This is an optimization exercise on Yosys and OpenROAD, whose aim is small area, a short achievable clock period and few clock cycles, not a production implementation.
RTL that was checked went through simulation tests only; none was proved equivalent to the original.
No activity file was given, so power comes from the tool's default toggle rates.

==> delta <==
==> flow/design.v <==
`default_nettype none
module intx_pacer (
    input  wire logic   clk_sys,
    input  wire logic   rst,
    input  wire logic   int_rdy,
    output logic        int_assert
);
    localparam logic [31:0] LFSR_TAPS = 32'h0000_00ae;
    localparam int          HOLD_W    = $clog2(64);
    typedef enum logic [1:0] {
        ST_REQ,
        ST_DRAW,
        ST_HOLD
    } state_t;
    state_t             state;
    logic [31:0]        lfsr;
    logic [HOLD_W-1:0]  hold_cnt;
    logic               int_q;
    assign int_assert = int_q;
    always_ff @(posedge clk_sys)
    begin
        if (rst)
            lfsr <= 32'h097d_7840;
        else if (state == ST_DRAW)
            lfsr <= {lfsr[30:0], lfsr[31]} ^ (lfsr[31] ? LFSR_TAPS : 32'h0);
    end
    always_ff @(posedge clk_sys)
    begin
        if (rst)
            hold_cnt <= '0;
        else if (state == ST_HOLD)
            hold_cnt <= hold_cnt + 1'b1;
    end
    always_ff @(posedge clk_sys)
    begin
        if (rst)
        begin
            state <= ST_REQ;
            int_q <= 1'b0;
        end
        else
        begin
            case (state)
                ST_REQ:
                begin
                    int_q <= !(int_q && int_rdy);
                    if (int_q && int_rdy)
                        state <= ST_DRAW;
                end
                ST_DRAW:
                begin
                    if (lfsr > 32'h6000_0000)
                        state <= ST_HOLD;
                end
                ST_HOLD:
                begin
                    if (&hold_cnt)
                    begin
                        int_q <= 1'b1;
                        state <= ST_REQ;
                    end
                end
                default:
                begin
                    state <= ST_REQ;
                end
            endcase
        end
    end
endmodule
`default_nettype wire
`default_nettype none
module pcie_tlp_bridge
(
    input  wire logic           clk_sys,
    input  wire logic           rst,
    input  wire logic [63:0]    rx_data,
    input  wire logic [7:0]     rx_keep,
    input  wire logic           rx_last,
    input  wire logic           rx_valid,
    output logic                rx_ready,
    output logic [63:0]         tx_data,
    output logic [7:0]          tx_keep,
    output logic                tx_last,
    output logic                tx_valid,
    input  wire logic           tx_ready,
    input  wire logic           int_rdy,
    output logic                int_assert
);
    localparam int K  = 3;
    localparam int NW = $clog2(K + 1);
    logic [31:0]    q_lo   [K];
    logic [31:0]    q_hi   [K];
    logic           q_two  [K];
    logic           q_last [K];
    logic [NW-1:0]  n;           
    logic [NW-1:0]  n_nx;
    logic [1:0]     c;           
    logic [1:0]     c_nx;
    logic [1:0]     nclose;
    logic           vld_q;
    logic           rdy_q;
    logic           two;
    logic           take;
    logic           pop;
    logic [31:0]    w_lo;
    logic [31:0]    w_hi;
    logic           w_two_cur;
    logic           w_last_cur;
    logic           w_two_nxt;
    assign two  = rx_keep[4];
    assign take = rx_valid && rdy_q;
    assign pop  = vld_q && tx_ready;
    assign rx_ready = rdy_q;
    assign tx_valid = vld_q;
    assign tx_data  = {q_hi[0], q_lo[0]};
    assign tx_keep  = q_two[0] ? 8'hff : 8'h0f;
    assign tx_last  = q_last[0];
    always_comb
    begin
        c_nx   = c;
        nclose = 2'd0;
        if (take)
        begin
            case (c)
                2'd0:
                begin
                    c_nx   = rx_last ? 2'd0 : (two ? 2'd2 : 2'd1);
                    nclose = rx_last ? 2'd1 : 2'd0;
                end
                2'd1:
                begin
                    c_nx   = (two || rx_last) ? 2'd0 : 2'd2;
                    nclose = two ? 2'd2 : (rx_last ? 2'd1 : 2'd0);
                end
                default:
                begin
                    c_nx   = 2'd0;
                    nclose = 2'd2;
                end
            endcase
        end
        n_nx = n + NW'(nclose) - NW'(pop);
    end
    always_ff @(posedge clk_sys)
    begin
        if (rst)
        begin
            n     <= '0;
            c     <= 2'd0;
            vld_q <= 1'b0;
            rdy_q <= 1'b1;
        end
        else
        begin
            n     <= n_nx;
            c     <= c_nx;
            vld_q <= n_nx != '0;
            rdy_q <= (c_nx == 2'd0) ? (n_nx < NW'(K)) : (n_nx < NW'(K - 1));
        end
    end
    assign w_lo       = (c == 2'd1) ? rx_data[63:32] : rx_data[31:0];
    assign w_hi       = (c == 2'd1) ? rx_data[31:0]  : rx_data[63:32];
    assign w_two_cur  = (c == 2'd0) ? two : 1'b1;
    assign w_last_cur = rx_last && !((c == 2'd1) && two);
    assign w_two_nxt  = c[1] && two;
    always_ff @(posedge clk_sys)
    begin
        for (int i = 0; i < K; i++)
        begin
            logic [NW:0] j;
            logic        cur;
            logic        nxt;
            j   = (NW+1)'(i) + (NW+1)'(pop);
            cur = rdy_q && (j == (NW+1)'(n));
            nxt = rdy_q && (j == (NW+1)'(n) + 1'b1);
            if (pop && (i + 1 < K))
            begin
                q_lo[i]   <= q_lo[(i + 1) % K];
                q_hi[i]   <= q_hi[(i + 1) % K];
                q_two[i]  <= q_two[(i + 1) % K];
                q_last[i] <= q_last[(i + 1) % K];
            end
            if ((cur && (c == 2'd0)) || nxt)
                q_lo[i] <= w_lo;
            if ((cur && (c != 2'd2)) || nxt)
                q_hi[i] <= w_hi;
            if (cur && (c != 2'd2))
            begin
                q_two[i]  <= w_two_cur;
                q_last[i] <= w_last_cur;
            end
            if (nxt)
            begin
                q_two[i]  <= w_two_nxt;
                q_last[i] <= rx_last;
            end
        end
    end
    intx_pacer i_intx_pacer (
        .clk_sys    ( clk_sys    ),
        .rst        ( rst        ),
        .int_rdy    ( int_rdy    ),
        .int_assert ( int_assert )
    );
endmodule
`default_nettype wire
==> flow/run.sh <==
#!/bin/bash
# synth_recipe.tcl (not shown) runs the flow's synth.tcl, then flattens the netlist and writes it again
# the make line also repeats each setting of config.mk as NAME=value (left out here)
make -C /OpenROAD-flow-scripts/flow DESIGN_CONFIG=/design/flow/config.mk WORK_HOME=/design/flow/orfs CLKGATE_MAP_FILE= SYNTH_SCRIPT=/design/flow/synth_recipe.tcl finish
==> flow/config.mk <==
export PLATFORM = sky130hd
export DESIGN_NAME = pcie_tlp_bridge
export DESIGN_NICKNAME = pcie_tlp_bridge
export VERILOG_FILES = /design/flow/design.v
export SDC_FILE = /design/flow/constraint.sdc
export NUM_CORES = 4
export LEC_CHECK = 0
export ABC_CLOCK_PERIOD_IN_PS = 2000
export CAP_MARGIN = 20
export CORE_MARGIN = 2
export CORE_UTILIZATION = 60
export CTS_BUF_LIST = sky130_fd_sc_hd__clkbuf_4 sky130_fd_sc_hd__clkbuf_8
export SETUP_SLACK_MARGIN = 3.0
export SLEW_MARGIN = 20
==> flow/constraint.sdc <==
create_clock -name core_clock -period 5.0 [get_ports {clk_sys}]
set_input_delay 1.0000 -clock core_clock [delete_from_list [all_inputs] [get_ports {clk_sys}]]
set_output_delay 1.0000 -clock core_clock [all_outputs]
set_load 0.01 [all_outputs]
==> lagoon (differences from delta) <==
==> flow/design.v (replaced) <==
`default_nettype none
module intx_pacer (
    input  wire logic   clk_sys,
    input  wire logic   rst,
    input  wire logic   int_rdy,
    output logic        int_assert
);
    localparam logic [31:0] LFSR_TAPS = 32'h0000_00ae;
    localparam int          HOLD_W    = $clog2(64);
    typedef enum logic [1:0] {
        ST_REQ,
        ST_DRAW,
        ST_HOLD
    } state_t;
    state_t             state;
    logic [31:0]        lfsr;
    logic [HOLD_W-1:0]  hold_cnt;
    logic               int_q;
    assign int_assert = int_q;
    always_ff @(posedge clk_sys)
    begin
        if (rst)
            lfsr <= 32'h097d_7840;
        else if (state == ST_DRAW)
            lfsr <= {lfsr[30:0], lfsr[31]} ^ (lfsr[31] ? LFSR_TAPS : 32'h0);
    end
    always_ff @(posedge clk_sys)
    begin
        if (rst)
            hold_cnt <= '0;
        else if (state == ST_HOLD)
            hold_cnt <= hold_cnt + 1'b1;
    end
    always_ff @(posedge clk_sys)
    begin
        if (rst)
        begin
            state <= ST_REQ;
            int_q <= 1'b0;
        end
        else
        begin
            case (state)
                ST_REQ:
                begin
                    int_q <= !(int_q && int_rdy);
                    if (int_q && int_rdy)
                        state <= ST_DRAW;
                end
                ST_DRAW:
                begin
                    if (lfsr > 32'h6000_0000)
                        state <= ST_HOLD;
                end
                ST_HOLD:
                begin
                    if (&hold_cnt)
                    begin
                        int_q <= 1'b1;
                        state <= ST_REQ;
                    end
                end
                default:
                begin
                    state <= ST_REQ;
                end
            endcase
        end
    end
endmodule
`default_nettype wire
`default_nettype none
module pcie_tlp_bridge
(
    input  wire logic           clk_sys,
    input  wire logic           rst,
    input  wire logic [63:0]    rx_data,
    input  wire logic [7:0]     rx_keep,
    input  wire logic           rx_last,
    input  wire logic           rx_valid,
    output logic                rx_ready,
    output logic [63:0]         tx_data,
    output logic [7:0]          tx_keep,
    output logic                tx_last,
    output logic                tx_valid,
    input  wire logic           tx_ready,
    input  wire logic           int_rdy,
    output logic                int_assert
);
    logic [31:0]    q_lo   [3];
    logic [31:0]    q_hi   [3];
    logic           q_two  [3];
    logic           q_last [3];
    logic [2:0]     t;
    logic [2:0]     t_nx;
    logic           c1, c2;
    logic           c1_nx, c2_nx;
    logic           rdy_q;
    logic           two;
    logic           take;
    logic           pop;
    logic           cl1, cl2;        
    logic [3:0]     at;              
    assign two  = rx_keep[4];
    assign take = rx_valid && rdy_q;
    assign pop  = t[0] && tx_ready;
    assign rx_ready = rdy_q;
    assign tx_valid = t[0];
    assign tx_data  = {q_hi[0], q_lo[0]};
    assign tx_keep  = q_two[0] ? 8'hff : 8'h0f;
    assign tx_last  = q_last[0];
    assign at = {t[2], t[1] && !t[2], t[0] && !t[1], !t[0]};
    always_comb
    begin
        cl1   = 1'b0;
        cl2   = 1'b0;
        c1_nx = c1;
        c2_nx = c2;
        if (take)
        begin
            if (c2)
            begin
                cl2   = 1'b1;
                c2_nx = 1'b0;
            end
            else if (c1)
            begin
                cl2   = two;
                cl1   = !two && rx_last;
                c1_nx = 1'b0;
                c2_nx = !two && !rx_last;
            end
            else
            begin
                cl1   = rx_last;
                c1_nx = !rx_last && !two;
                c2_nx = !rx_last && two;
            end
        end
        case ({cl2, cl1, pop})
            3'b001:  t_nx = {1'b0, t[2:1]};
            3'b010:  t_nx = {t[1:0], 1'b1};
            3'b100:  t_nx = {t[0], 2'b11};
            3'b101:  t_nx = {t[1:0], 1'b1};
            default: t_nx = t;
        endcase
    end
    always_ff @(posedge clk_sys)
    begin
        if (rst)
        begin
            t     <= 3'b000;
            c1    <= 1'b0;
            c2    <= 1'b0;
            rdy_q <= 1'b1;
        end
        else
        begin
            t     <= t_nx;
            c1    <= c1_nx;
            c2    <= c2_nx;
            rdy_q <= (c1_nx || c2_nx) ? !t_nx[1] : !t_nx[2];
        end
    end
    logic [31:0]    w_lo;
    logic [31:0]    w_hi;
    logic           w_two_cur;
    logic           w_last_cur;
    logic           w_two_nxt;
    logic [2:0]     cur0, cur1, nxt0, nxt1;      
    logic [2:0]     lo0, lo1, hi0, hi1, cf0, cf1;
    logic [2:0]     lo_en, lo_w, hi_en, hi_w, fl_en, fl_cur, fl_nxt;
    assign w_lo       = c1 ? rx_data[63:32] : rx_data[31:0];
    assign w_hi       = c1 ? rx_data[31:0]  : rx_data[63:32];
    assign w_two_cur  = c1 || two;
    assign w_last_cur = rx_last && !(c1 && two);
    assign w_two_nxt  = c2 && two;
    assign cur0 = {3{rdy_q}} & at[2:0];
    assign nxt0 = {3{rdy_q}} & {at[1:0], 1'b0};
    assign cur1 = {3{rdy_q}} & at[3:1];
    assign nxt1 = {3{rdy_q}} & at[2:0];
    assign lo0  = (cur0 & {3{!c1 && !c2}}) | nxt0;
    assign lo1  = (cur1 & {3{!c1 && !c2}}) | nxt1;
    assign hi0  = (cur0 & {3{!c2}}) | nxt0;
    assign hi1  = (cur1 & {3{!c2}}) | nxt1;
    assign cf0  = cur0 & {3{!c2}};
    assign cf1  = cur1 & {3{!c2}};
    assign lo_en = pop ? {lo1[2], 2'b11} : lo0;
    assign lo_w  = pop ? lo1 : 3'b111;
    assign hi_en = pop ? {hi1[2], 2'b11} : hi0;
    assign hi_w  = pop ? hi1 : 3'b111;
    assign fl_en = pop ? {cf1[2] | nxt1[2], 2'b11} : (cf0 | nxt0);
    assign fl_cur = pop ? cf1 : cf0;
    assign fl_nxt = pop ? nxt1 : nxt0;
    always_ff @(posedge clk_sys)
    begin
        for (int i = 0; i < 3; i++)
        begin
            if (lo_en[i])
                q_lo[i] <= lo_w[i] ? w_lo : q_lo[(i + 1) % 3];
            if (hi_en[i])
                q_hi[i] <= hi_w[i] ? w_hi : q_hi[(i + 1) % 3];
            if (fl_en[i])
            begin
                if (fl_cur[i])
                begin
                    q_two[i]  <= w_two_cur;
                    q_last[i] <= w_last_cur;
                end
                else if (fl_nxt[i])
                begin
                    q_two[i]  <= w_two_nxt;
                    q_last[i] <= rx_last;
                end
                else
                begin
                    q_two[i]  <= q_two[(i + 1) % 3];
                    q_last[i] <= q_last[(i + 1) % 3];
                end
            end
        end
    end
    intx_pacer i_intx_pacer (
        .clk_sys    ( clk_sys    ),
        .rst        ( rst        ),
        .int_rdy    ( int_rdy    ),
        .int_assert ( int_assert )
    );
endmodule
`default_nettype wire
==> flow/flow/run.sh (new file) <==
#!/bin/bash
# The standard layout (standard.sh), with the port buffers inserted as
# buf_1 cells and a clock tree built without dummy load cells. Its full
# output goes to standard.log.
export BUFFER_PORTS_ARGS="-buffer_cell sky130_fd_sc_hd__buf_1"
export CTS_ARGS="-sink_clustering_enable -repair_clock_nets -buf_list {sky130_fd_sc_hd__clkbuf_4 sky130_fd_sc_hd__clkbuf_8} -dont_use_dummy_load"
bash standard.sh > standard.log 2>&1
==> flow/standard.sh (new file) <==
#!/bin/bash
# synth_recipe.tcl (not shown) runs the flow's synth.tcl, then flattens the netlist and writes it again
# the make line also repeats each setting of config.mk as NAME=value (left out here)
make -C /OpenROAD-flow-scripts/flow DESIGN_CONFIG=/design/flow/config.mk WORK_HOME=/design/flow/orfs CLKGATE_MAP_FILE= SYNTH_SCRIPT=/design/flow/synth_recipe.tcl "${@:-finish}"
removed: flow/run.sh
==> harbor (differences from delta) <==
- ABC_CLOCK_PERIOD_IN_PS: 2000 -> default
- CTS_BUF_LIST: sky130_fd_sc_hd__clkbuf_4 sky130_fd_sc_hd__clkbuf_8 -> default
==> summary of the runs <==
delta ran to the end with no violations. lagoon produced a clean layout. harbor completed without violations.
The highest core utilization belongs to harbor, the lowest to lagoon.
The highest first-iteration DRC count belongs to harbor, the lowest to lagoon.
Between harbor and delta, the lower clock skew is in harbor (gap 17 ps).
Wire length: lagoon is lower than delta (15%).
Between delta and harbor, the lower non-clock buffer count is in delta (gap 5).
In synthesized cell count, harbor and delta do not differ.
The highest fmax belongs to lagoon, the lowest to harbor.
==> figures <==
| metric | harbor | lagoon | delta |
|---|---|---|---|
| Status | no timing/DRC/antenna violations | no timing/DRC/antenna violations | no timing/DRC/antenna violations |
| Worst hold path startpoint | i_intx_pacer.lfsr[14]$_SDFFE_PP1P_ | i_intx_pacer.lfsr[28]$_SDFFE_PP0P_ | i_intx_pacer.lfsr[8]$_SDFFE_PP0P_ |
| Clock root buffer | sky130_fd_sc_hd__clkbuf_16 | sky130_fd_sc_hd__clkbuf_8 | sky130_fd_sc_hd__clkbuf_8 |
| Core outline area | 18000 um^2 | 18600 um^2 | 18000 um^2 |
| Proportion of power drawn by combinational gates | 0.564 | 0.179 | 0.560 |
| Required time at the endpoint of the critical path | 5390 ps | 4000 ps | 5420 ps |
| Height of the chip | 139 um | 141 um | 139 um |
| Synthesized-area fraction occupied by xor and xnor cells | 0.0109 | 0.00774 | 0.0109 |
| Share of synthesized cell area in and, or, nand and nor gates | 0.0632 | 0.0847 | 0.0632 |
| Clock-pin slew of the registers on the worst-case setup and hold paths | 60 ps | 60 ps | 70 ps |
| Signal buffers share of area | 0.170 | 0.106 | 0.165 |
| Number of detailed-routing iterations run before antenna repair | 7 | 5 | 7 |
| Register-to-Register Path Depth | 9 | 6 | 9 |
| Final Non-Filler Cells | 1188 | 1346 | 1210 |
| Minimum hold slack | 476 ps | 467 ps | 477 ps |
| Longest individual stage delay on the worst path | 400 ps | 440 ps | 320 ps |
Testbench counts of lagoon, summed over its fixed seeds: cycles 28,534.
No functional check of the RTL was part of delta and harbor.

[separate check: timing with driven ports]
How much do the figures lean on ideal ports? The routed layouts below were timed once more, with nothing changed but the port constraints. Step 1, drivers: a clkbuf_16 drives clk_sys and a buf_2 each remaining input, both assumed. Step 2 adds t to the input delays and takes it off the output delays; t is the mean of the earliest and latest rising clock arrival at the registers after step 1. Input paths then give back, and output paths get back, about the clock's delay inside the block. Slacks: no drivers / after step 1 / after step 2; pairs: no drivers / after step 1.
run	t, ns	slack for setup (ns)	worst setup path at the end	slew at the worst register clock pin (ns)
delta	0.564	2.337 / 2.318 / 1.755	input to register	0.08 / 0.08
lagoon	0.561	2.863 / 2.821 / 2.451	input to register	0.07 / 0.07
harbor	0.556	2.271 / 2.254 / 1.697	input to register	0.07 / 0.07
After both steps setup and hold are still met in every run listed. For delta, which loses most, drivers alone change the setup slack by -0.019 ns; drivers and shift together by -0.582 ns.
